From an optimization exercise on the open Yosys and OpenROAD flow, aimed at small area, a short achievable clock period and few clock cycles; shortcuts taken in it are not production practice. In this exercise RTL edits were held to simulation tests only and were not proved equivalent to the original. Power is estimated from default activity; no workload was simulated.

[flow/standard.sh]
#!/bin/bash
# synth_recipe.tcl (not shown) runs the flow's synth.tcl, then flattens the netlist and writes it again
# the make line also repeats each setting of config.mk as NAME=value (left out here)
make -C /OpenROAD-flow-scripts/flow DESIGN_CONFIG=/design/flow/config.mk WORK_HOME=/design/flow/orfs CLKGATE_MAP_FILE= SYNTH_SCRIPT=/design/flow/synth_recipe.tcl "${@:-finish}"
[flow/flow/pre_resize.tcl]
# Ports were buffered with a small buffer; the output ports, which drive
# the outside load, get a stronger one. The input ports keep the small one.
set n 0
foreach inst [get_cells output*] {
  if { [get_property [get_lib_cells -of_objects $inst] name] == "sky130_fd_sc_hd__buf_2" } {
    replace_cell $inst sky130_fd_sc_hd__buf_4
    incr n
  }
}
puts "pre_resize: $n output port buffers set to sky130_fd_sc_hd__buf_4"
[flow/design.v]
package ml_ops_pkg;
  typedef logic [32-1:0] word_t;
  typedef logic [32-1:0] addr_t;
  typedef logic [32-1:0] len_t;
  typedef logic [$clog2(16):0] batch_cnt_t;
  typedef logic [$clog2(2)-1:0] desc_idx_t;
  typedef enum logic [3:0] {
    IDLE,
    LOAD,
    SET_ADDR,
    RELU_TAKE,
    RELU_WAIT,
    RELU_GIVE,
    DOTP_TAKE,
    DOTP_WAIT,
    DOTP_GIVE,
    DONE
  } seq_state_t;
endpackage
module ml_datapath (
  input  logic [31:0] x_i,
  input  logic [7:0]  one_i,
  input  logic [7:0]  two_i,
  input  logic [7:0]  neg_i,
  output logic [31:0] so,
  output logic [31:0] co,
  output logic [31:0] to
);
  logic [31:0] pp0;
  assign pp0 = ((x_i[31:0] & {32{one_i[0]}}) | ({x_i[30:0], 1'b0} & {32{two_i[0]}})) ^ {32{neg_i[0]}};
  logic [29:0] pp1;
  assign pp1 = ((x_i[29:0] & {30{one_i[1]}}) | ({x_i[28:0], 1'b0} & {30{two_i[1]}})) ^ {30{neg_i[1]}};
  logic [27:0] pp2;
  assign pp2 = ((x_i[27:0] & {28{one_i[2]}}) | ({x_i[26:0], 1'b0} & {28{two_i[2]}})) ^ {28{neg_i[2]}};
  logic [25:0] pp3;
  assign pp3 = ((x_i[25:0] & {26{one_i[3]}}) | ({x_i[24:0], 1'b0} & {26{two_i[3]}})) ^ {26{neg_i[3]}};
  logic [23:0] pp4;
  assign pp4 = ((x_i[23:0] & {24{one_i[4]}}) | ({x_i[22:0], 1'b0} & {24{two_i[4]}})) ^ {24{neg_i[4]}};
  logic [21:0] pp5;
  assign pp5 = ((x_i[21:0] & {22{one_i[5]}}) | ({x_i[20:0], 1'b0} & {22{two_i[5]}})) ^ {22{neg_i[5]}};
  logic [19:0] pp6;
  assign pp6 = ((x_i[19:0] & {20{one_i[6]}}) | ({x_i[18:0], 1'b0} & {20{two_i[6]}})) ^ {20{neg_i[6]}};
  logic [17:0] pp7;
  assign pp7 = ((x_i[17:0] & {18{one_i[7]}}) | ({x_i[16:0], 1'b0} & {18{two_i[7]}})) ^ {18{neg_i[7]}};
  logic s0;
  logic k0;
  logic s1;
  logic k1;
  logic s2;
  logic k2;
  logic s3;
  logic k3;
  logic s4;
  logic k4;
  logic s5;
  logic k5;
  logic s6;
  logic k6;
  logic s7;
  logic k7;
  logic s8;
  logic k8;
  logic s9;
  logic k9;
  logic s10;
  logic k10;
  logic s11;
  logic k11;
  logic s12;
  logic k12;
  logic s13;
  logic k13;
  logic s14;
  logic k14;
  logic s15;
  logic k15;
  logic s16;
  logic k16;
  logic s17;
  logic k17;
  logic s18;
  logic k18;
  logic s19;
  logic k19;
  logic s20;
  logic k20;
  logic s21;
  logic k21;
  logic s22;
  logic k22;
  logic s23;
  logic k23;
  logic s24;
  logic k24;
  logic s25;
  logic k25;
  logic s26;
  logic k26;
  logic s27;
  logic k27;
  logic s28;
  logic k28;
  logic s29;
  logic k29;
  logic s30;
  logic k30;
  logic s31;
  logic k31;
  logic s32;
  logic k32;
  logic s33;
  logic k33;
  logic s34;
  logic k34;
  logic s35;
  logic k35;
  logic s36;
  logic k36;
  logic s37;
  logic k37;
  logic s38;
  logic k38;
  logic s39;
  logic k39;
  logic s40;
  logic k40;
  logic s41;
  logic k41;
  logic s42;
  logic k42;
  logic s43;
  logic k43;
  logic s44;
  logic k44;
  logic s45;
  logic k45;
  logic s46;
  logic k46;
  logic s47;
  logic k47;
  logic s48;
  logic k48;
  logic s49;
  logic k49;
  logic s50;
  logic k50;
  logic s51;
  logic k51;
  logic s52;
  logic k52;
  logic s53;
  logic k53;
  logic s54;
  logic k54;
  logic s55;
  logic k55;
  logic s56;
  logic k56;
  logic s57;
  logic k57;
  logic s58;
  logic k58;
  logic s59;
  logic k59;
  logic s60;
  logic k60;
  logic s61;
  logic k61;
  logic s62;
  logic k62;
  logic s63;
  logic k63;
  logic s64;
  logic k64;
  logic s65;
  logic k65;
  logic s66;
  logic k66;
  logic s67;
  logic k67;
  logic s68;
  logic k68;
  logic s69;
  logic k69;
  logic s70;
  logic k70;
  logic s71;
  logic k71;
  logic s72;
  logic k72;
  logic s73;
  logic k73;
  logic s74;
  logic k74;
  logic s75;
  logic k75;
  logic s76;
  logic k76;
  logic s77;
  logic k77;
  logic s78;
  logic k78;
  logic s79;
  logic k79;
  logic s80;
  logic k80;
  logic s81;
  logic k81;
  logic s82;
  logic k82;
  logic s83;
  logic k83;
  logic s84;
  logic k84;
  logic s85;
  logic k85;
  logic s86;
  logic k86;
  logic s87;
  logic k87;
  logic s88;
  logic k88;
  logic s89;
  logic k89;
  logic s90;
  logic k90;
  logic s91;
  logic k91;
  logic s92;
  logic k92;
  logic s93;
  logic k93;
  logic s94;
  logic k94;
  logic s95;
  logic k95;
  logic s96;
  logic k96;
  logic s97;
  logic k97;
  logic s98;
  logic k98;
  logic s99;
  logic k99;
  logic s100;
  logic k100;
  logic s101;
  logic k101;
  logic s102;
  logic k102;
  logic s103;
  logic k103;
  logic s104;
  logic k104;
  logic s105;
  logic k105;
  logic s106;
  logic k106;
  logic s107;
  logic k107;
  logic s108;
  logic k108;
  logic s109;
  logic k109;
  logic s110;
  logic k110;
  logic s111;
  logic k111;
  logic s112;
  logic k112;
  logic s113;
  logic k113;
  logic s114;
  logic k114;
  logic s115;
  logic k115;
  logic s116;
  logic k116;
  logic s117;
  logic k117;
  logic s118;
  logic k118;
  logic s119;
  logic k119;
  logic s120;
  logic k120;
  logic s121;
  logic k121;
  logic s122;
  logic k122;
  logic s123;
  logic k123;
  logic s124;
  logic k124;
  logic s125;
  logic k125;
  logic s126;
  logic k126;
  logic s127;
  logic k127;
  logic s128;
  logic k128;
  logic s129;
  logic k129;
  logic s130;
  logic k130;
  logic s131;
  logic k131;
  logic x264;
  logic x265;
  logic x266;
  logic x267;
  logic x268;
  logic x269;
  logic x270;
  logic x271;
  logic x272;
  logic x273;
  logic x274;
  assign s0 = neg_i[2] ^ pp0[4];
  assign k0 = neg_i[2] & pp0[4];
  assign s1 = pp0[5] ^ pp1[3];
  assign k1 = pp0[5] & pp1[3];
  assign s2 = neg_i[3] ^ pp0[6] ^ pp1[4];
  assign k2 = (neg_i[3] & pp0[6]) | (neg_i[3] & pp1[4]) | (pp0[6] & pp1[4]);
  assign s3 = pp2[2] ^ pp3[0];
  assign k3 = pp2[2] & pp3[0];
  assign s4 = pp0[7] ^ pp1[5] ^ pp2[3];
  assign k4 = (pp0[7] & pp1[5]) | (pp0[7] & pp2[3]) | (pp1[5] & pp2[3]);
  assign s5 = pp3[1] ^ k3;
  assign k5 = pp3[1] & k3;
  assign s6 = neg_i[4] ^ pp0[8] ^ pp1[6];
  assign k6 = (neg_i[4] & pp0[8]) | (neg_i[4] & pp1[6]) | (pp0[8] & pp1[6]);
  assign s7 = pp2[4] ^ pp3[2] ^ pp4[0];
  assign k7 = (pp2[4] & pp3[2]) | (pp2[4] & pp4[0]) | (pp3[2] & pp4[0]);
  assign s8 = k5 ^ k4;
  assign k8 = k5 & k4;
  assign s9 = pp0[9] ^ pp1[7] ^ pp2[5];
  assign k9 = (pp0[9] & pp1[7]) | (pp0[9] & pp2[5]) | (pp1[7] & pp2[5]);
  assign s10 = pp3[3] ^ pp4[1] ^ k6;
  assign k10 = (pp3[3] & pp4[1]) | (pp3[3] & k6) | (pp4[1] & k6);
  assign s11 = k7 ^ s9;
  assign k11 = k7 & s9;
  assign s12 = neg_i[5] ^ pp0[10] ^ pp1[8];
  assign k12 = (neg_i[5] & pp0[10]) | (neg_i[5] & pp1[8]) | (pp0[10] & pp1[8]);
  assign s13 = pp2[6] ^ pp3[4] ^ pp4[2];
  assign k13 = (pp2[6] & pp3[4]) | (pp2[6] & pp4[2]) | (pp3[4] & pp4[2]);
  assign s14 = pp5[0] ^ k9 ^ s12;
  assign k14 = (pp5[0] & k9) | (pp5[0] & s12) | (k9 & s12);
  assign s15 = s13 ^ k11;
  assign k15 = s13 & k11;
  assign s16 = pp0[11] ^ pp1[9] ^ pp2[7];
  assign k16 = (pp0[11] & pp1[9]) | (pp0[11] & pp2[7]) | (pp1[9] & pp2[7]);
  assign s17 = pp3[5] ^ pp4[3] ^ pp5[1];
  assign k17 = (pp3[5] & pp4[3]) | (pp3[5] & pp5[1]) | (pp4[3] & pp5[1]);
  assign s18 = k12 ^ k13 ^ s16;
  assign k18 = (k12 & k13) | (k12 & s16) | (k13 & s16);
  assign s19 = s17 ^ k15;
  assign k19 = s17 & k15;
  assign s20 = neg_i[6] ^ pp0[12] ^ pp1[10];
  assign k20 = (neg_i[6] & pp0[12]) | (neg_i[6] & pp1[10]) | (pp0[12] & pp1[10]);
  assign s21 = pp2[8] ^ pp3[6] ^ pp4[4];
  assign k21 = (pp2[8] & pp3[6]) | (pp2[8] & pp4[4]) | (pp3[6] & pp4[4]);
  assign s22 = pp5[2] ^ pp6[0] ^ k16;
  assign k22 = (pp5[2] & pp6[0]) | (pp5[2] & k16) | (pp6[0] & k16);
  assign s23 = k17 ^ s20 ^ s21;
  assign k23 = (k17 & s20) | (k17 & s21) | (s20 & s21);
  assign s24 = k18 ^ s22;
  assign k24 = k18 & s22;
  assign s25 = pp0[13] ^ pp1[11] ^ pp2[9];
  assign k25 = (pp0[13] & pp1[11]) | (pp0[13] & pp2[9]) | (pp1[11] & pp2[9]);
  assign s26 = pp3[7] ^ pp4[5] ^ pp5[3];
  assign k26 = (pp3[7] & pp4[5]) | (pp3[7] & pp5[3]) | (pp4[5] & pp5[3]);
  assign s27 = pp6[1] ^ k20 ^ k21;
  assign k27 = (pp6[1] & k20) | (pp6[1] & k21) | (k20 & k21);
  assign s28 = s25 ^ s26 ^ k22;
  assign k28 = (s25 & s26) | (s25 & k22) | (s26 & k22);
  assign s29 = k23 ^ s27;
  assign k29 = k23 & s27;
  assign s30 = neg_i[7] ^ pp0[14] ^ pp1[12];
  assign k30 = (neg_i[7] & pp0[14]) | (neg_i[7] & pp1[12]) | (pp0[14] & pp1[12]);
  assign s31 = pp2[10] ^ pp3[8] ^ pp4[6];
  assign k31 = (pp2[10] & pp3[8]) | (pp2[10] & pp4[6]) | (pp3[8] & pp4[6]);
  assign s32 = pp5[4] ^ pp6[2] ^ pp7[0];
  assign k32 = (pp5[4] & pp6[2]) | (pp5[4] & pp7[0]) | (pp6[2] & pp7[0]);
  assign s33 = k25 ^ k26 ^ s30;
  assign k33 = (k25 & k26) | (k25 & s30) | (k26 & s30);
  assign s34 = s31 ^ s32 ^ k27;
  assign k34 = (s31 & s32) | (s31 & k27) | (s32 & k27);
  assign s35 = s33 ^ k29;
  assign k35 = s33 & k29;
  assign s36 = pp0[15] ^ pp1[13] ^ pp2[11];
  assign k36 = (pp0[15] & pp1[13]) | (pp0[15] & pp2[11]) | (pp1[13] & pp2[11]);
  assign s37 = pp3[9] ^ pp4[7] ^ pp5[5];
  assign k37 = (pp3[9] & pp4[7]) | (pp3[9] & pp5[5]) | (pp4[7] & pp5[5]);
  assign s38 = pp6[3] ^ pp7[1] ^ k30;
  assign k38 = (pp6[3] & pp7[1]) | (pp6[3] & k30) | (pp7[1] & k30);
  assign s39 = k31 ^ k32 ^ s36;
  assign k39 = (k31 & k32) | (k31 & s36) | (k32 & s36);
  assign s40 = s37 ^ k33 ^ s38;
  assign k40 = (s37 & k33) | (s37 & s38) | (k33 & s38);
  assign s41 = s39 ^ k34;
  assign k41 = s39 & k34;
  assign s42 = pp0[16] ^ pp1[14] ^ pp2[12];
  assign k42 = (pp0[16] & pp1[14]) | (pp0[16] & pp2[12]) | (pp1[14] & pp2[12]);
  assign s43 = pp3[10] ^ pp4[8] ^ pp5[6];
  assign k43 = (pp3[10] & pp4[8]) | (pp3[10] & pp5[6]) | (pp4[8] & pp5[6]);
  assign s44 = pp6[4] ^ pp7[2] ^ k36;
  assign k44 = (pp6[4] & pp7[2]) | (pp6[4] & k36) | (pp7[2] & k36);
  assign s45 = k37 ^ s42 ^ s43;
  assign k45 = (k37 & s42) | (k37 & s43) | (s42 & s43);
  assign s46 = k38 ^ k39 ^ s44;
  assign k46 = (k38 & k39) | (k38 & s44) | (k39 & s44);
  assign s47 = s45 ^ k40;
  assign k47 = s45 & k40;
  assign s48 = pp0[17] ^ pp1[15] ^ pp2[13];
  assign k48 = (pp0[17] & pp1[15]) | (pp0[17] & pp2[13]) | (pp1[15] & pp2[13]);
  assign s49 = pp3[11] ^ pp4[9] ^ pp5[7];
  assign k49 = (pp3[11] & pp4[9]) | (pp3[11] & pp5[7]) | (pp4[9] & pp5[7]);
  assign s50 = pp6[5] ^ pp7[3] ^ k42;
  assign k50 = (pp6[5] & pp7[3]) | (pp6[5] & k42) | (pp7[3] & k42);
  assign s51 = k43 ^ s48 ^ s49;
  assign k51 = (k43 & s48) | (k43 & s49) | (s48 & s49);
  assign s52 = k44 ^ k45 ^ s50;
  assign k52 = (k44 & k45) | (k44 & s50) | (k45 & s50);
  assign s53 = s51 ^ k46;
  assign k53 = s51 & k46;
  assign s54 = pp0[18] ^ pp1[16] ^ pp2[14];
  assign k54 = (pp0[18] & pp1[16]) | (pp0[18] & pp2[14]) | (pp1[16] & pp2[14]);
  assign s55 = pp3[12] ^ pp4[10] ^ pp5[8];
  assign k55 = (pp3[12] & pp4[10]) | (pp3[12] & pp5[8]) | (pp4[10] & pp5[8]);
  assign s56 = pp6[6] ^ pp7[4] ^ k48;
  assign k56 = (pp6[6] & pp7[4]) | (pp6[6] & k48) | (pp7[4] & k48);
  assign s57 = k49 ^ s54 ^ s55;
  assign k57 = (k49 & s54) | (k49 & s55) | (s54 & s55);
  assign s58 = k50 ^ k51 ^ s56;
  assign k58 = (k50 & k51) | (k50 & s56) | (k51 & s56);
  assign s59 = s57 ^ k52;
  assign k59 = s57 & k52;
  assign s60 = pp0[19] ^ pp1[17] ^ pp2[15];
  assign k60 = (pp0[19] & pp1[17]) | (pp0[19] & pp2[15]) | (pp1[17] & pp2[15]);
  assign s61 = pp3[13] ^ pp4[11] ^ pp5[9];
  assign k61 = (pp3[13] & pp4[11]) | (pp3[13] & pp5[9]) | (pp4[11] & pp5[9]);
  assign s62 = pp6[7] ^ pp7[5] ^ k54;
  assign k62 = (pp6[7] & pp7[5]) | (pp6[7] & k54) | (pp7[5] & k54);
  assign s63 = k55 ^ s60 ^ s61;
  assign k63 = (k55 & s60) | (k55 & s61) | (s60 & s61);
  assign s64 = k56 ^ k57 ^ s62;
  assign k64 = (k56 & k57) | (k56 & s62) | (k57 & s62);
  assign s65 = s63 ^ k58;
  assign k65 = s63 & k58;
  assign s66 = pp0[20] ^ pp1[18] ^ pp2[16];
  assign k66 = (pp0[20] & pp1[18]) | (pp0[20] & pp2[16]) | (pp1[18] & pp2[16]);
  assign s67 = pp3[14] ^ pp4[12] ^ pp5[10];
  assign k67 = (pp3[14] & pp4[12]) | (pp3[14] & pp5[10]) | (pp4[12] & pp5[10]);
  assign s68 = pp6[8] ^ pp7[6] ^ k60;
  assign k68 = (pp6[8] & pp7[6]) | (pp6[8] & k60) | (pp7[6] & k60);
  assign s69 = k61 ^ s66 ^ s67;
  assign k69 = (k61 & s66) | (k61 & s67) | (s66 & s67);
  assign s70 = k62 ^ k63 ^ s68;
  assign k70 = (k62 & k63) | (k62 & s68) | (k63 & s68);
  assign s71 = s69 ^ k64;
  assign k71 = s69 & k64;
  assign s72 = pp0[21] ^ pp1[19] ^ pp2[17];
  assign k72 = (pp0[21] & pp1[19]) | (pp0[21] & pp2[17]) | (pp1[19] & pp2[17]);
  assign s73 = pp3[15] ^ pp4[13] ^ pp5[11];
  assign k73 = (pp3[15] & pp4[13]) | (pp3[15] & pp5[11]) | (pp4[13] & pp5[11]);
  assign s74 = pp6[9] ^ pp7[7] ^ k66;
  assign k74 = (pp6[9] & pp7[7]) | (pp6[9] & k66) | (pp7[7] & k66);
  assign s75 = k67 ^ s72 ^ s73;
  assign k75 = (k67 & s72) | (k67 & s73) | (s72 & s73);
  assign s76 = k68 ^ k69 ^ s74;
  assign k76 = (k68 & k69) | (k68 & s74) | (k69 & s74);
  assign s77 = s75 ^ k70;
  assign k77 = s75 & k70;
  assign s78 = pp0[22] ^ pp1[20] ^ pp2[18];
  assign k78 = (pp0[22] & pp1[20]) | (pp0[22] & pp2[18]) | (pp1[20] & pp2[18]);
  assign s79 = pp3[16] ^ pp4[14] ^ pp5[12];
  assign k79 = (pp3[16] & pp4[14]) | (pp3[16] & pp5[12]) | (pp4[14] & pp5[12]);
  assign s80 = pp6[10] ^ pp7[8] ^ k72;
  assign k80 = (pp6[10] & pp7[8]) | (pp6[10] & k72) | (pp7[8] & k72);
  assign s81 = k73 ^ s78 ^ s79;
  assign k81 = (k73 & s78) | (k73 & s79) | (s78 & s79);
  assign s82 = k74 ^ k75 ^ s80;
  assign k82 = (k74 & k75) | (k74 & s80) | (k75 & s80);
  assign s83 = s81 ^ k76;
  assign k83 = s81 & k76;
  assign s84 = pp0[23] ^ pp1[21] ^ pp2[19];
  assign k84 = (pp0[23] & pp1[21]) | (pp0[23] & pp2[19]) | (pp1[21] & pp2[19]);
  assign s85 = pp3[17] ^ pp4[15] ^ pp5[13];
  assign k85 = (pp3[17] & pp4[15]) | (pp3[17] & pp5[13]) | (pp4[15] & pp5[13]);
  assign s86 = pp6[11] ^ pp7[9] ^ k78;
  assign k86 = (pp6[11] & pp7[9]) | (pp6[11] & k78) | (pp7[9] & k78);
  assign s87 = k79 ^ s84 ^ s85;
  assign k87 = (k79 & s84) | (k79 & s85) | (s84 & s85);
  assign s88 = k80 ^ k81 ^ s86;
  assign k88 = (k80 & k81) | (k80 & s86) | (k81 & s86);
  assign s89 = s87 ^ k82;
  assign k89 = s87 & k82;
  assign s90 = pp0[24] ^ pp1[22] ^ pp2[20];
  assign k90 = (pp0[24] & pp1[22]) | (pp0[24] & pp2[20]) | (pp1[22] & pp2[20]);
  assign s91 = pp3[18] ^ pp4[16] ^ pp5[14];
  assign k91 = (pp3[18] & pp4[16]) | (pp3[18] & pp5[14]) | (pp4[16] & pp5[14]);
  assign s92 = pp6[12] ^ pp7[10] ^ k84;
  assign k92 = (pp6[12] & pp7[10]) | (pp6[12] & k84) | (pp7[10] & k84);
  assign s93 = k85 ^ s90 ^ s91;
  assign k93 = (k85 & s90) | (k85 & s91) | (s90 & s91);
  assign s94 = k86 ^ k87 ^ s92;
  assign k94 = (k86 & k87) | (k86 & s92) | (k87 & s92);
  assign s95 = s93 ^ k88;
  assign k95 = s93 & k88;
  assign s96 = pp0[25] ^ pp1[23] ^ pp2[21];
  assign k96 = (pp0[25] & pp1[23]) | (pp0[25] & pp2[21]) | (pp1[23] & pp2[21]);
  assign s97 = pp3[19] ^ pp4[17] ^ pp5[15];
  assign k97 = (pp3[19] & pp4[17]) | (pp3[19] & pp5[15]) | (pp4[17] & pp5[15]);
  assign s98 = pp6[13] ^ pp7[11] ^ k90;
  assign k98 = (pp6[13] & pp7[11]) | (pp6[13] & k90) | (pp7[11] & k90);
  assign s99 = k91 ^ s96 ^ s97;
  assign k99 = (k91 & s96) | (k91 & s97) | (s96 & s97);
  assign s100 = k92 ^ k93 ^ s98;
  assign k100 = (k92 & k93) | (k92 & s98) | (k93 & s98);
  assign s101 = s99 ^ k94;
  assign k101 = s99 & k94;
  assign s102 = pp0[26] ^ pp1[24] ^ pp2[22];
  assign k102 = (pp0[26] & pp1[24]) | (pp0[26] & pp2[22]) | (pp1[24] & pp2[22]);
  assign s103 = pp3[20] ^ pp4[18] ^ pp5[16];
  assign k103 = (pp3[20] & pp4[18]) | (pp3[20] & pp5[16]) | (pp4[18] & pp5[16]);
  assign s104 = pp6[14] ^ pp7[12] ^ k96;
  assign k104 = (pp6[14] & pp7[12]) | (pp6[14] & k96) | (pp7[12] & k96);
  assign s105 = k97 ^ s102 ^ s103;
  assign k105 = (k97 & s102) | (k97 & s103) | (s102 & s103);
  assign s106 = k98 ^ k99 ^ s104;
  assign k106 = (k98 & k99) | (k98 & s104) | (k99 & s104);
  assign s107 = s105 ^ k100;
  assign k107 = s105 & k100;
  assign s108 = pp0[27] ^ pp1[25] ^ pp2[23];
  assign k108 = (pp0[27] & pp1[25]) | (pp0[27] & pp2[23]) | (pp1[25] & pp2[23]);
  assign s109 = pp3[21] ^ pp4[19] ^ pp5[17];
  assign k109 = (pp3[21] & pp4[19]) | (pp3[21] & pp5[17]) | (pp4[19] & pp5[17]);
  assign s110 = pp6[15] ^ pp7[13] ^ k102;
  assign k110 = (pp6[15] & pp7[13]) | (pp6[15] & k102) | (pp7[13] & k102);
  assign s111 = k103 ^ s108 ^ s109;
  assign k111 = (k103 & s108) | (k103 & s109) | (s108 & s109);
  assign s112 = k104 ^ k105 ^ s110;
  assign k112 = (k104 & k105) | (k104 & s110) | (k105 & s110);
  assign s113 = s111 ^ k106;
  assign k113 = s111 & k106;
  assign s114 = pp0[28] ^ pp1[26] ^ pp2[24];
  assign k114 = (pp0[28] & pp1[26]) | (pp0[28] & pp2[24]) | (pp1[26] & pp2[24]);
  assign s115 = pp3[22] ^ pp4[20] ^ pp5[18];
  assign k115 = (pp3[22] & pp4[20]) | (pp3[22] & pp5[18]) | (pp4[20] & pp5[18]);
  assign s116 = pp6[16] ^ pp7[14] ^ k108;
  assign k116 = (pp6[16] & pp7[14]) | (pp6[16] & k108) | (pp7[14] & k108);
  assign s117 = k109 ^ s114 ^ s115;
  assign k117 = (k109 & s114) | (k109 & s115) | (s114 & s115);
  assign s118 = k110 ^ k111 ^ s116;
  assign k118 = (k110 & k111) | (k110 & s116) | (k111 & s116);
  assign s119 = s117 ^ k112;
  assign k119 = s117 & k112;
  assign s120 = pp0[29] ^ pp1[27] ^ pp2[25];
  assign k120 = (pp0[29] & pp1[27]) | (pp0[29] & pp2[25]) | (pp1[27] & pp2[25]);
  assign s121 = pp3[23] ^ pp4[21] ^ pp5[19];
  assign k121 = (pp3[23] & pp4[21]) | (pp3[23] & pp5[19]) | (pp4[21] & pp5[19]);
  assign s122 = pp6[17] ^ pp7[15] ^ k114;
  assign k122 = (pp6[17] & pp7[15]) | (pp6[17] & k114) | (pp7[15] & k114);
  assign s123 = k115 ^ s120 ^ s121;
  assign k123 = (k115 & s120) | (k115 & s121) | (s120 & s121);
  assign s124 = k116 ^ k117 ^ s122;
  assign k124 = (k116 & k117) | (k116 & s122) | (k117 & s122);
  assign s125 = s123 ^ k118;
  assign k125 = s123 & k118;
  assign s126 = pp0[30] ^ pp1[28] ^ pp2[26];
  assign k126 = (pp0[30] & pp1[28]) | (pp0[30] & pp2[26]) | (pp1[28] & pp2[26]);
  assign s127 = pp3[24] ^ pp4[22] ^ pp5[20];
  assign k127 = (pp3[24] & pp4[22]) | (pp3[24] & pp5[20]) | (pp4[22] & pp5[20]);
  assign s128 = pp6[18] ^ pp7[16] ^ k120;
  assign k128 = (pp6[18] & pp7[16]) | (pp6[18] & k120) | (pp7[16] & k120);
  assign s129 = k121 ^ s126 ^ s127;
  assign k129 = (k121 & s126) | (k121 & s127) | (s126 & s127);
  assign s130 = k122 ^ k123 ^ s128;
  assign k130 = (k122 & k123) | (k122 & s128) | (k123 & s128);
  assign s131 = s129 ^ k124;
  assign k131 = s129 & k124;
  assign x264 = pp0[31] ^ pp1[29];
  assign x265 = pp2[27] ^ pp3[25];
  assign x266 = pp4[23] ^ pp5[21];
  assign x267 = pp6[19] ^ pp7[17];
  assign x268 = x264 ^ x265;
  assign x269 = x266 ^ x267;
  assign x270 = k126 ^ k127;
  assign x271 = x268 ^ x269;
  assign x272 = x270 ^ x271;
  assign x273 = k128 ^ x272;
  assign x274 = k129 ^ x273;
  assign so[0] = pp0[0];
  assign co[0] = neg_i[0];
  assign to[0] = 1'b0;
  assign so[1] = pp0[1];
  assign co[1] = 1'b0;
  assign to[1] = 1'b0;
  assign so[2] = pp0[2];
  assign co[2] = pp1[0];
  assign to[2] = neg_i[1];
  assign so[3] = pp0[3];
  assign co[3] = pp1[1];
  assign to[3] = 1'b0;
  assign so[4] = pp1[2];
  assign co[4] = pp2[0];
  assign to[4] = s0;
  assign so[5] = pp2[1];
  assign co[5] = k0;
  assign to[5] = s1;
  assign so[6] = k1;
  assign co[6] = s2;
  assign to[6] = s3;
  assign so[7] = k2;
  assign co[7] = s4;
  assign to[7] = s5;
  assign so[8] = s6;
  assign co[8] = s7;
  assign to[8] = s8;
  assign so[9] = k8;
  assign co[9] = s10;
  assign to[9] = s11;
  assign so[10] = k10;
  assign co[10] = s14;
  assign to[10] = s15;
  assign so[11] = k14;
  assign co[11] = s18;
  assign to[11] = s19;
  assign so[12] = s23;
  assign co[12] = k19;
  assign to[12] = s24;
  assign so[13] = k24;
  assign co[13] = s28;
  assign to[13] = s29;
  assign so[14] = k28;
  assign co[14] = s34;
  assign to[14] = s35;
  assign so[15] = k35;
  assign co[15] = s40;
  assign to[15] = s41;
  assign so[16] = s46;
  assign co[16] = k41;
  assign to[16] = s47;
  assign so[17] = s52;
  assign co[17] = k47;
  assign to[17] = s53;
  assign so[18] = s58;
  assign co[18] = k53;
  assign to[18] = s59;
  assign so[19] = s64;
  assign co[19] = k59;
  assign to[19] = s65;
  assign so[20] = s70;
  assign co[20] = k65;
  assign to[20] = s71;
  assign so[21] = s76;
  assign co[21] = k71;
  assign to[21] = s77;
  assign so[22] = s82;
  assign co[22] = k77;
  assign to[22] = s83;
  assign so[23] = s88;
  assign co[23] = k83;
  assign to[23] = s89;
  assign so[24] = s94;
  assign co[24] = k89;
  assign to[24] = s95;
  assign so[25] = s100;
  assign co[25] = k95;
  assign to[25] = s101;
  assign so[26] = s106;
  assign co[26] = k101;
  assign to[26] = s107;
  assign so[27] = s112;
  assign co[27] = k107;
  assign to[27] = s113;
  assign so[28] = s118;
  assign co[28] = k113;
  assign to[28] = s119;
  assign so[29] = s124;
  assign co[29] = k119;
  assign to[29] = s125;
  assign so[30] = s130;
  assign co[30] = k125;
  assign to[30] = s131;
  assign so[31] = k130;
  assign co[31] = k131;
  assign to[31] = x274;
endmodule
module ml_ops_top (
  input  logic              clk_i,
  input  logic              rst_i,
  input  logic              ml_ops_enable_i,
  input  logic              loading_data_i,
  input  logic              relu_en_i,
  input  logic              dotp_en_i,
  input  logic              ex_ready_i,
  input  ml_ops_pkg::addr_t operand_a_addr_i,
  input  ml_ops_pkg::len_t  operand_b_size_i,
  input  ml_ops_pkg::word_t mem_rd_data_i,
  output ml_ops_pkg::word_t reg_wr_data_o,
  output ml_ops_pkg::word_t mem_wr_data_o,
  output ml_ops_pkg::addr_t mem_addr_o,
  output logic              mem_rd_en_o,
  output logic              mem_wr_en_o,
  output logic              reg_wr_en_o,
  output logic              ml_op_done_o,
  output logic              ml_ready_o
);
  localparam logic [4:0] IDLE = 5'd0;
  localparam logic [4:0] LD2  = 5'd1;
  localparam logic [4:0] RR1  = 5'd2;
  localparam logic [4:0] RR2  = 5'd3;
  localparam logic [4:0] RBUB = 5'd4;
  localparam logic [4:0] RW1  = 5'd5;
  localparam logic [4:0] RW2  = 5'd6;
  localparam logic [4:0] DA   = 5'd7;
  localparam logic [4:0] DB   = 5'd8;
  localparam logic [4:0] T1   = 5'd9;
  localparam logic [4:0] T2   = 5'd10;
  localparam logic [4:0] T3   = 5'd11;
  localparam logic [4:0] T4   = 5'd12;
  localparam logic [4:0] T5   = 5'd13;
  localparam logic [4:0] T6   = 5'd14;
  localparam logic [4:0] T7   = 5'd15;
  localparam logic [4:0] FIN  = 5'd16;
  logic [4:0]  st_q, st_d;
  logic        rd_d, wr_d, done_d, regwr_d, ready_d;
  logic        relu_q;
  logic        same;
  logic        sq_q;
  logic        last_q;
  logic [15:0] rem_q;
  logic        rem_dec;
  logic        rem_one;
  logic        inc;
  logic [31:0] cur_q, oth_q, cur_nx;
  logic [31:0] a_q;
  logic [31:0] x_q;
  logic [7:0]  one_q, two_q, neg_q;
  logic [31:0] p_q, q_q, r_q, p_nx, q_nx, r_nx;
  logic [31:0] s_q, sa, c1s, c1c, c2s, c2c;
  logic [2:0]  cy_q, cya;
  logic [8:0]  b0_sum;
  logic [9:0]  b1_sum, b2_sum;
  logic [8:0]  b3_sum;
  logic        v1_q, v2_q;
  logic        inc_q, clr_q;
  assign rem_one = (rem_q == 16'd1);
  assign same    = (operand_a_addr_i == oth_q);
  always_comb begin
    st_d    = st_q;
    rd_d    = 1'b0;
    wr_d    = 1'b0;
    done_d  = 1'b0;
    regwr_d = 1'b0;
    rem_dec = 1'b0;
    case (st_q)
      IDLE: if (loading_data_i) st_d = LD2;
      LD2: begin
        st_d = relu_q ? RR1 : DA;
        rd_d = 1'b1;
      end
      RR1: begin
        rem_dec = 1'b1;
        if (rem_one) begin
          st_d = RBUB;
        end else begin
          st_d = RR2;
          rd_d = 1'b1;
        end
      end
      RR2: begin
        rem_dec = 1'b1;
        st_d    = RW1;
        wr_d    = 1'b1;
      end
      RBUB: begin
        st_d   = RW1;
        wr_d   = 1'b1;
        done_d = 1'b1;
      end
      RW1: begin
        st_d   = RW2;
        wr_d   = 1'b1;
        done_d = last_q;
      end
      RW2: begin
        st_d = RR1;
        rd_d = 1'b1;
      end
      DA: begin
        if (!sq_q) begin
          st_d = DB;
          rd_d = 1'b1;
        end else begin
          rem_dec = 1'b1;
          if (rem_one) begin
            st_d = T1;
          end else begin
            rd_d = 1'b1;
          end
        end
      end
      DB: begin
        rem_dec = 1'b1;
        if (rem_one) begin
          st_d = T1;
        end else begin
          st_d = DA;
          rd_d = 1'b1;
        end
      end
      T1: st_d = T2;
      T2: st_d = T3;
      T3: st_d = sq_q ? T5 : T4;
      T4: st_d = T5;
      T5: st_d = T6;
      T6: st_d = T7;
      T7: begin
        st_d    = FIN;
        regwr_d = 1'b1;
        done_d  = 1'b1;
      end
      default: st_d = FIN;
    endcase
    if (ml_op_done_o) begin
      st_d    = ex_ready_i ? IDLE : FIN;
      rd_d    = 1'b0;
      wr_d    = 1'b0;
      regwr_d = 1'b0;
      done_d  = !ex_ready_i;
    end
    if (!ml_ops_enable_i) begin
      st_d    = IDLE;
      rd_d    = 1'b0;
      wr_d    = 1'b0;
      regwr_d = 1'b0;
      done_d  = 1'b0;
    end
    ready_d = (st_d == IDLE) || (st_d == LD2) || done_d;
  end
  always_ff @(posedge clk_i or negedge rst_i) begin
    if (!rst_i) begin
      st_q         <= IDLE;
      mem_rd_en_o  <= 1'b0;
      mem_wr_en_o  <= 1'b0;
      reg_wr_en_o  <= 1'b0;
      ml_op_done_o <= 1'b0;
      ml_ready_o   <= 1'b1;
      v1_q         <= 1'b0;
      v2_q         <= 1'b0;
    end else begin
      st_q         <= st_d;
      mem_rd_en_o  <= rd_d;
      mem_wr_en_o  <= wr_d;
      reg_wr_en_o  <= regwr_d;
      ml_op_done_o <= done_d;
      ml_ready_o   <= ready_d;
      v1_q         <= ml_ops_enable_i && (st_q == DB || (st_q == DA && sq_q));
      v2_q         <= ml_ops_enable_i && v1_q;
    end
  end
  always_ff @(posedge clk_i) begin
    inc_q <= (st_d == RR1) || (st_d == RW1);
    clr_q <= (st_d == LD2);
  end
  always_ff @(posedge clk_i) begin
    if (st_q == IDLE) begin
      relu_q <= relu_en_i;
      rem_q  <= operand_b_size_i[15:0];
    end else if (rem_dec) begin
      rem_q  <= rem_q - 16'd1;
    end
    if (st_q == RR2) begin
      last_q <= rem_one;
    end
    if (st_q == LD2) begin
      sq_q <= same;
    end else if (st_q == IDLE) begin
      sq_q <= 1'b0;
    end
  end
  assign inc    = inc_q || sq_q;
  assign cur_nx = {cur_q[31:2] + 30'd1, cur_q[1:0]};
  always_ff @(posedge clk_i) begin
    cur_q <= inc ? cur_nx : oth_q;
    if (st_q == IDLE || st_q == LD2) begin
      oth_q <= operand_a_addr_i;
    end else if (!inc) begin
      oth_q <= cur_nx;
    end
  end
  assign mem_addr_o = cur_q;
  logic [16:0] yraw;
  logic [7:0]  one_d, two_d, neg_d;
  logic        yv;
  assign yv = ml_ops_enable_i && (v1_q || (v2_q && !sq_q));
  always_comb begin
    yraw = v1_q ? {mem_rd_data_i[15:0], 1'b0} : a_q[31:15];
    for (int r = 0; r < 8; r++) begin
      one_d[r] = yv && (yraw[2*r+1] ^ yraw[2*r]);
      two_d[r] = yv && ((yraw[2*r+2] && !yraw[2*r+1] && !yraw[2*r]) ||
                        (!yraw[2*r+2] && yraw[2*r+1] && yraw[2*r]));
      neg_d[r] = yv && yraw[2*r+2] && !(yraw[2*r+1] && yraw[2*r]);
    end
  end
  always_ff @(posedge clk_i) begin
    a_q <= mem_rd_data_i & ~{32{relu_q && mem_rd_data_i[31]}};
    if (v1_q && sq_q) begin
      x_q <= {mem_rd_data_i[30:15], mem_rd_data_i[15:0]};
    end else if (v1_q) begin
      x_q <= a_q;
    end else begin
      x_q <= {x_q[15:0], 16'd0};
    end
    one_q <= one_d;
    two_q <= two_d;
    neg_q <= neg_d;
    p_q   <= p_nx;
    q_q   <= q_nx;
    r_q   <= r_nx;
    s_q   <= {b3_sum[8:1], b2_sum[8:1], b1_sum[8:1], b0_sum[7:0]};
    cy_q  <= {b2_sum[9], b1_sum[9], b0_sum[8]};
  end
  assign sa     = s_q & {32{!clr_q}};
  assign cya    = cy_q & {3{!clr_q}};
  assign c1s    = p_q ^ q_q ^ r_q;
  assign c1c    = {(p_q[30:0] & q_q[30:0]) | (p_q[30:0] & r_q[30:0]) | (q_q[30:0] & r_q[30:0]), 1'b0};
  assign c2s    = sa ^ c1s ^ c1c;
  assign c2c    = {(sa[30:0] & c1s[30:0]) | (sa[30:0] & c1c[30:0]) | (c1s[30:0] & c1c[30:0]), 1'b0};
  assign b0_sum = {1'b0, c2s[7:0]} + {1'b0, c2c[7:0]};
  assign b1_sum = {1'b0, c2s[15:8], cya[0]} + {1'b0, c2c[15:8], cya[0]};
  assign b2_sum = {1'b0, c2s[23:16], cya[1]} + {1'b0, c2c[23:16], cya[1]};
  assign b3_sum = {c2s[31:24], cya[2]} + {c2c[31:24], cya[2]};
  ml_datapath mac_i (
    .x_i   (x_q),
    .one_i (one_q),
    .two_i (two_q),
    .neg_i (neg_q),
    .so    (p_nx),
    .co    (q_nx),
    .to    (r_nx)
  );
  assign mem_wr_data_o = a_q;
  assign reg_wr_data_o = s_q;
endmodule
[flow/config.mk]
export PLATFORM = sky130hd
export DESIGN_NAME = ml_ops_top
export DESIGN_NICKNAME = ml_ops_top
export VERILOG_FILES = /design/flow/design.v
export SDC_FILE = /design/flow/constraint.sdc
export NUM_CORES = 4
export LEC_CHECK = 0
export CAP_MARGIN = 20
export CORE_MARGIN = 2
export CORE_UTILIZATION = 60
export CTS_CLUSTER_DIAMETER = 120
export CTS_CLUSTER_SIZE = 24
export SLEW_MARGIN = 20
[flow/flow/run.sh]
#!/bin/bash
# The standard layout, with chosen port buffers and setup repair aimed
# below the clock period (same clock, same constraints).
export BUFFER_PORTS_ARGS="-buffer_cell sky130_fd_sc_hd__buf_2"
export PRE_RESIZE_TCL="$PWD/flow/pre_resize.tcl"
export SETUP_SLACK_MARGIN=6.0
export ABC_CLOCK_PERIOD_IN_PS=3000
bash standard.sh > standard_run.log 2>&1
[flow/constraint.sdc]
create_clock -name core_clock -period 9.0 [get_ports {clk_i}]
set_input_delay 1.8000 -clock core_clock [delete_from_list [all_inputs] [get_ports {clk_i}]]
set_output_delay 1.8000 -clock core_clock [all_outputs]
set_load 0.01 [all_outputs]
==> impl_metrics.json <==
{
  "status": "complete, no violations",
  "synthesis.nets": 2295,
  "syn_inst": 1954,
  "use_met1_pct": 34.4,
  "die_w_um": 186,
  "power.density_nw_per_um2": 189,
  "crit_arrival_ns": 3.42,
  "use_met3_pct": 4.75,
  "drive_gt1_share_pct": 14.1,
  "wl_per_cell_um": 18.6,
  "io_pins": 204,
  "synth-seq-area-share_pct": 34.5,
  "die_y_um": 186,
  "ys_async_sr_fraction_pct": 3.85,
  "cts_buffers": 16,
  "r2r_start": "one_q[3]$_DFF_P_",
  "drt_wl_total_um": 46200,
  "path_max_fanout": 26,
  "fp-row-count": 66,
  "busiest_layer": "met2",
  "clockBufferDepth": 3,
  "grt.overflow.total": 0,
  "synth_edf_count": 53,
  "layout_commonest_cell": "dfxtp_1",
  "ir_drop_v": 0.000255,
  "fin_cells": 2486,
  "grt_pass1_wl_um": 74500,
  "grt_pass1_vias": 14463,
  "finalNetCount": 2379,
  "grt_start_max_net_pins": 70,
  "hold_start": "oth_q[0]$_DFFE_PP_",
  "dp_hpwl_um": 32100,
  "place.gp.congestion": 0.851,
  "period_needed_ns": 2.98,
  "worst_pin_slew_ns": 0.928,
  "p_int_mw": 2.65,
  "cts_tree": "built",
  "antenna_left": 0,
  "final_cell_mix": "226 x dfxtp_1, 193 x a22oi_1, 166 x fa_1",
  "vias": 14180,
  "met2_usage_pct": 47.6,
  "clkTransAtPathRegs_ns": 0.09,
  "setup_viol": 0,
  "yosysWarnings": 1,
  "firstDrtPassIters": 7,
  "synth-adder-area-share_pct": 21.3,
  "die-area_um2": 34500,
  "rsz0062_at_grt": "yes",
  "synth_compound_area_share_pct": 12.0,
  "dp_cells": 2461,
  "syn_area_um2": 19800,
  "synthMuxAreaShare_pct": 2.53,
  "switching_share_pct": 35.6,
  "post-route-cell-area_um2": 21800,
  "via_per_inst": 5.70,
  "required_ns": 9.43,
  "synth_top_family_by_area": "adder cells",
  "seqPwrFrac_pct": 49.0,
  "area_growth_pct": 9.97,
  "end_kind": "register",
  "critPathLaunchType": "register",
  "whs_ns": 0.483,
  "synthSimpleGateAreaFrac_pct": 10.6,
  "power.leakage_nw": 9.31,
  "clock-root-buffer": "clkbuf_16",
  "crit_start": "one_q[3]$_DFF_P_",
  "cts.htree.levels": 1,
  "p_clk_share_pct": 18.9,
  "clk_latency_ns": 0.53,
  "placed_area_um2": 21200,
  "finalCoreUtilization_pct": 67.0,
  "hp-class": "reg2reg",
  "port_buffers": 186,
  "grt.total_usage_pct": 27.2,
  "tns_ns": 0,
  "synthXorXnorAreaFrac_pct": 14.0,
  "relSlewSlack_pct": 38.0,
  "fmax_mhz": 335,
  "antenna_found_initial": 6,
  "drcViolationCount": 0,
  "core_area_um2": 32500,
  "initial_core_util_pct": 61.0,
  "hold_violations": 0,
  "p_comb_share_pct": 32.1,
  "p_switching_mw": 1.47,
  "critPathKind": "reg2reg",
  "max_cap_violations": 0,
  "yosysUniqueCellTypes": 63,
  "finClkSkew_ns": 0.0304,
  "clock_sinks": 312,
  "slew_violations": 0,
  "ys.flop_type": "dfxtp_1",
  "ys_seq_elements": 312,
  "dr.first_iter.drc_count": 1117,
  "period_share_pct": 33.2,
  "syn_area_per_cell_um2": 10.2
}
-- timing repair --
| action | 4_1_cts | 5_1_grt |
|---|---|---|
| resized for setup | 13 | 34 |
| setup buffers | 0 | 1 |
| setup endpoints to repair | 78 | 28 |
| pin swaps | 0 | 1 |
| hold buffers | 0 | 0 |
-- layer usage --
metal / share of wire, % / routed length [um]
met1: 41 / 18900
met2: 49 / 22800
met3: 6.9 / 3180
met4: 2.8 / 1290
met5: 0.12 / 55
-- cell usage after synthesis, types with 7 or more instances --
cell,n,area (um^2)
dfxtp_1,247,4940
nand2_1,67,251
nand3_1,24,120
a21oi_1,104,521
nand4_1,11,68.8
nor2b_1,53,332
and2_1,43,269
or3_1,14,87.6
inv_1,121,454
mux2_2,9,101
dfrtp_1,11,275
fa_1,166,3320
xnor2_1,166,1450
mux2i_1,40,400
nand2b_1,16,100
nor2_1,120,450
o21ai_0,25,125
xor2_1,150,1310
buf_1,26,97.6
nor3_1,24,120
ha_1,72,901
clkbuf_1,121,454
nor4_1,9,56.3
edfxtp_1,53,1590
a21o_1,7,52.6
a22oi_1,193,1450
-- layout make-up --
cell class | instances | area, um^2
Multi-Input combinational cell | 1367 | 12000
Fill cell | 2743 | 10700
Sequential cell | 312 | 6870
Inverter | 125 | 469
Timing Repair Buffer | 216 | 1470
Tap cell | 442 | 553
Clock buffer | 22 | 423
Clock inverter | 1 | 16.3
Antenna cell | 1 | 2.50
-- critical path, stage by stage (launching register included) --
cell	delay [ns]
dfxtp_1	0.32
buf_4	0.34
a22oi_1	0.15
xor2_1	0.19
fa_1	0.47
fa_1	0.45
xnor2_1	0.15
xnor2_1	0.22
xnor2_1	0.17
xnor2_1	0.14
xnor2_2	0.28
-- worst paths after layout --
path,end,slack [ns],cells past startpoint
min in group asynchronous,v1_q$_DFF_PN0_,1.13,1
worst min-delay path,cur_q[0]$_DFFE_PP_,0.48,0
max in group asynchronous,ml_ready_o$_DFF_PN1_,7.59,1
worst max register to register,r_q[31]$_DFF_P_,6.02,10
worst max-delay path,r_q[31]$_DFF_P_,6.02,10
worst min register to register,cur_q[0]$_DFFE_PP_,0.48,0
-- flip-flops by register name, indices dropped and copies added (netlist names), 3 cells and up --
register  count
r_q          29
q_q          31
a_q          32
oth_q        32
st_q          5
cy_q          3
p_q          32
two_q         8
s_q          32
neg_q         8
one_q         8
rem_q        16
x_q          32
cur_q        32
-- cell families after synthesis --
logic type                 Yosys count
AOI/OAI and AO/OA                  356
and+or+nand+nor                    408
xor gates and xnor gates           316
muxes                               49
adders and majority gates          238
DFF                                312
buffers and inverters              275
-- metrics by stage --
| stage | setup WS, ns | power, mW |
|---|---|---|
| after global routing | 5.86 | 4.38 |
| after global placement | 5.69 | 3.26 |
| after detailed placement | 5.65 | 3.36 |
| after floorplan | 6.00 | 2.89 |
| final | 6.02 | 4.12 |
| after CTS | 5.85 | 4.15 |
-- power by group through the flow --
stage	logic (mW)	registers, mW	clock network, mW
after floorplan	0.869	2.02	0
after global placement	1.23	2.03	0
after detailed placement	1.32	2.04	0
after CTS	1.33	2.02	0.800
after global routing	1.47	2.06	0.849
final	1.32	2.02	0.777
Testbench counts, summed over its fixed seeds: cycles 43,173.

-- re-timing with driven ports --
Ports are ideal in the flow. The routed layout listed here was re-timed in OpenROAD. Step 1 assumes that a clkbuf_16 drives the clock port and a buf_2 every other input. Step 2 also shifts input and output timing later by t, the mid clock arrival at the registers, as if the neighbouring blocks saw the same clock. Slacks: no drivers / after step 1 / after step 2; pairs: no drivers / after step 1.
t, ns: 0.575
setup WS [ns]: 6.015 / 5.987 / 5.602
slew at the worst register clock pin (ns): 0.10 / 0.10
After both steps this run still meets setup and hold. For this run, drivers alone change the setup slack by -0.028 ns; drivers and shift together by -0.413 ns.
